What follows belongs to an exercise in optimizing a design on an open flow for small area; a production flow would make more cautious choices. Function was checked by simulation only, so behaviour that the tests miss may differ from the original. Power and IR drop assume default switching activity.

job 1498:
==> flow/design.v <==
package pipeline_pkg;
    localparam logic [1:0]  RES_ALU   = 2'b00;
    localparam logic [1:0]  RES_LOAD  = 2'b01;
    localparam logic [1:0]  RES_PC4   = 2'b10;
    localparam logic [6:0]  OP_LOAD   = 7'b0000011;
    localparam logic [2:0]  F3_LB     = 3'b000;
    localparam logic [2:0]  F3_LH     = 3'b001;
    localparam logic [2:0]  F3_LW     = 3'b010;
    localparam logic [2:0]  F3_LBU    = 3'b100;
    localparam logic [2:0]  F3_LHU    = 3'b101;
    localparam logic [31:0] NOP_INSTR = 32'h0000_0033;
    function automatic logic is_load(input logic [31:0] instr);
        is_load = (instr[6:0] == OP_LOAD);
    endfunction
endpackage
module load_ext
(
    input  logic [2:0]  funct3,
    input  logic [1:0]  off,
    input  logic [31:0] word,
    output logic [31:0] ext
);
    logic [7:0]  byte_sel;
    logic [15:0] half_sel;
    always_comb begin
        byte_sel = word[{off, 3'b000} +: 8];
        half_sel = off[1] ? word[31:16] : word[15:0];
        unique case (funct3)
            pipeline_pkg::F3_LB:   ext = {{24{byte_sel[7]}}, byte_sel};
            pipeline_pkg::F3_LH:   ext = {{16{half_sel[15]}}, half_sel};
            pipeline_pkg::F3_LBU:  ext = {24'h0, byte_sel};
            pipeline_pkg::F3_LHU:  ext = {16'h0, half_sel};
            default: ext = word;
        endcase
    end
endmodule
module pipeline_wb
#(
    parameter int XLEN  = 32,
    parameter int NREGS = 32
) (
    input  logic            clk,
    input  logic            n_rst,
    input  logic            RegWriteW,
    input  logic [1:0]      ResultSrcW,
    input  logic [XLEN-1:0] ReadDataW,
    input  logic [XLEN-1:0] ALUResultW,
    input  logic [4:0]      RdW,
    input  logic [XLEN-1:0] PC_plus4W,
    input  logic [31:0]     InstrW,
    input  logic [4:0]      Rs1D,
    input  logic [4:0]      Rs2D,
    output logic [XLEN-1:0] RD1D,
    output logic [XLEN-1:0] RD2D,
    output logic [XLEN-1:0] ResultW
    ,
    output logic [63:0]     InstretW
);
    localparam int AW = $clog2(NREGS);
    logic [XLEN-1:0] load_ext_val;
    logic [XLEN-1:0] load_val;
    logic [XLEN-1:0] result;
    logic            wr_en;
    load_ext u_load_ext (
        .funct3 (InstrW[14:12]),
        .off    (ALUResultW[1:0]),
        .word   (ReadDataW),
        .ext    (load_ext_val)
    );
    always_comb begin
        load_val = pipeline_pkg::is_load(InstrW) ? load_ext_val : ReadDataW;
        unique case (ResultSrcW)
            pipeline_pkg::RES_LOAD: result = load_val;
            pipeline_pkg::RES_PC4:  result = PC_plus4W;
            default:  result = ALUResultW;
        endcase
    end
    assign ResultW = result;
    assign wr_en   = RegWriteW && (RdW != '0);
    logic [NREGS-1:0] we;
    always_comb begin
        for (int i = 0; i < NREGS; i++)
            we[i] = wr_en && (RdW[AW-1:0] == i[AW-1:0]);
    end
    logic [NREGS-1:1] valid_q;
    always_ff @(posedge clk or negedge n_rst) begin
        if (!n_rst) valid_q <= '0;
        else        valid_q <= valid_q | we[NREGS-1:1];
    end
    logic [XLEN-1:0] regs_q [1:NREGS-1];
    always_ff @(posedge clk) begin
        for (int i = 1; i < NREGS; i++)
            if (we[i]) regs_q[i] <= result;
    end
    logic             byp1, byp2;
    logic [NREGS-1:1] sel1, sel2;
    always_comb begin
        byp1 = wr_en && (RdW == Rs1D);
        byp2 = wr_en && (RdW == Rs2D);
        for (int i = 1; i < NREGS; i++) begin
            sel1[i] = !byp1 && valid_q[i] && (Rs1D == i[AW-1:0]);
            sel2[i] = !byp2 && valid_q[i] && (Rs2D == i[AW-1:0]);
        end
    end
    always_comb begin
        RD1D = {XLEN{byp1}} & result;
        RD2D = {XLEN{byp2}} & result;
        for (int i = 1; i < NREGS; i++) begin
            RD1D = RD1D | ({XLEN{sel1[i]}} & regs_q[i]);
            RD2D = RD2D | ({XLEN{sel2[i]}} & regs_q[i]);
        end
    end
    logic [63:0] instret_q;
    logic [63:0] instret_d;
    logic        retire;
    logic [63:0] ones_below;
    logic [7:0]  blk_full, blk_en;
    always_comb begin
        retire = (InstrW != pipeline_pkg::NOP_INSTR);
        for (int k = 0; k < 8; k++) begin
            ones_below[8*k] = 1'b1;
            for (int i = 8*k + 1; i < 8*k + 8; i++)
                ones_below[i] = ones_below[i-1] & instret_q[i-1];
            blk_full[k] = ones_below[8*k+7] & instret_q[8*k+7];
        end
        blk_en[0] = retire;
        for (int k = 1; k < 8; k++) blk_en[k] = blk_en[k-1] & blk_full[k-1];
        for (int i = 0; i < 64; i++)
            instret_d[i] = instret_q[i] ^ (blk_en[i/8] & ones_below[i]);
    end
    always_ff @(posedge clk or negedge n_rst) begin
        if (!n_rst) instret_q <= '0;
        else        instret_q <= instret_d;
    end
    assign InstretW = instret_q;
endmodule
Settings: LEC_CHECK=0, CAP_MARGIN=20, CELL_PAD_IN_SITES_DETAIL_PLACEMENT=1, CELL_PAD_IN_SITES_GLOBAL_PLACEMENT=1, CORE_MARGIN=2, CORE_UTILIZATION=52, PLACE_DENSITY=0.65, SLEW_MARGIN=20; clock period 10.0 ns.
standard.sh (not shown) runs the stock make flow with config.mk's settings and CLKGATE_MAP_FILE= SYNTH_SCRIPT=/design/flow/synth_recipe.tcl, a recipe that flattens the netlist after the stock synthesis.
==> flow/flow/run.sh <==
#!/bin/bash
# Standard ORFS layout with three changes: an area-oriented ABC script for
# the combinational mapping, 1x buffers on the ports, and a clock tree built
# from clkbuf_16 leaf clusters without dummy loads.
set -euo pipefail
W=$PWD
F=$W/flow
cat > $W/my_synth.tcl <<EOT
proc abc {args} {
  set i [lsearch -exact \$args -script]
  if {\$i >= 0} { lset args [expr {\$i+1}] $F/area.abc }
  yosys abc {*}\$args
}
source $W/synth_recipe.tcl
EOT
bash standard.sh SYNTH_SCRIPT=$W/my_synth.tcl \
  "BUFFER_PORTS_ARGS=-buffer_cell sky130_fd_sc_hd__buf_1" \
  "CTS_ARGS=-sink_clustering_enable -repair_clock_nets -dont_use_dummy_load -sink_buffer_max_cap_derate 1.0 -buf_list sky130_fd_sc_hd__clkbuf_16 -sink_clustering_size 28 -sink_clustering_max_diameter 80" \
  finish > $W/flow_make.log 2>&1
==> flow/flow/area.abc <==
strash; &get -n; &fraig -x; &put; scorr; dc2; dretime; strash; dc2; &get -n; &dch -f; &nf -R 1000 -a; &put
Input-level comparison between job 4803 and job 1498:
Settings: CAP_MARGIN changed from 20 to 15; SLEW_MARGIN changed from 20 to 15.
--- a/flow/flow/run.sh
+++ b/flow/flow/run.sh
@@ -18 +18 @@
-  "CTS_ARGS=-sink_clustering_enable -repair_clock_nets -dont_use_dummy_load -sink_buffer_max_cap_derate 1.0 -buf_list sky130_fd_sc_hd__clkbuf_16 -sink_clustering_size 28 -sink_clustering_max_diameter 80" \
+  "CTS_ARGS=-sink_clustering_enable -repair_clock_nets -dont_use_dummy_load -sink_buffer_max_cap_derate 1.0 -buf_list sky130_fd_sc_hd__clkbuf_16 -sink_clustering_size 25 -sink_clustering_max_diameter 80" \
## What came out
- Job 4803 and job 1498 ended up with nearly the same post-layout instance area.
- Compared job 4803 against job 1498; wire length within noise.
- Status: global routing usage on met1 parity (job 1498, job 4803)
- On synthesized cell count, job 4803 and job 1498 are basically level.
- Number of ordinary and repair buffers in the finished layout (lower): job 4803
- Job 4803 ended up with a higher share of power burned in the clock network than job 1498 did.
- For utilization, job 4803 and job 1498 come out practically identical.
- Switching component of the power: job 4803 vs job 1498 — no meaningful difference
- Looking at job 4803 and job 1498, the share of cells above drive strength 1 is a wash.
- Job 4803: clock-cell share of area higher than job 1498
For job 4451, these inputs were changed with respect to job 4803:
Settings: SLEW_MARGIN now 20, was 15; CAP_MARGIN now 20, was 15.
Findings:
- Summary of job 4451 over job 4803: starting utilization of the core area shows no meaningful change, final-layout fill cell count shows no meaningful change.
- Achievable clock frequency essentially unchanged between job 4451 and job 4803.
- ~same combinational power in job 4451 and job 4803
- Any difference in share of power burned in registers between job 4451 and job 4803 is small enough to ignore.

-- static timing again, ports no longer ideal --
The results above use ideal ports. As a check the final layouts listed here were re-extracted and re-timed, cells and wires unchanged.
Step 1: set_driving_cell puts a clkbuf_16 on clk and a buf_2 on each other input, an assumption about the parent block.
Step 2, shift: input delay + t, output delay - t, t = (earliest + latest rising clock arrival at the registers) / 2. This alone moves slack from input paths to output paths.
Three values: ideal ports, drivers, drivers and shift; two values: the first two.
run	t (ns)	slack for setup (ns)	worst hold slack (ns)	worst register clock-pin slew, ns
job 1498	0.756	0.716 / 0.761 / 0.005	0.498 / 0.498 / 0.498	0.12 / 0.12
job 4803	0.734	0.887 / 0.922 / 0.194	0.502 / 0.502 / 0.502	0.11 / 0.11
job 4451	0.730	0.862 / 0.904 / 0.174	0.503 / 0.503 / 0.503	0.11 / 0.11
After both steps setup and hold are still met in every run listed. The setup slack of job 1498, which loses most, moves by +0.045 ns with the drivers and by -0.711 ns with both steps.
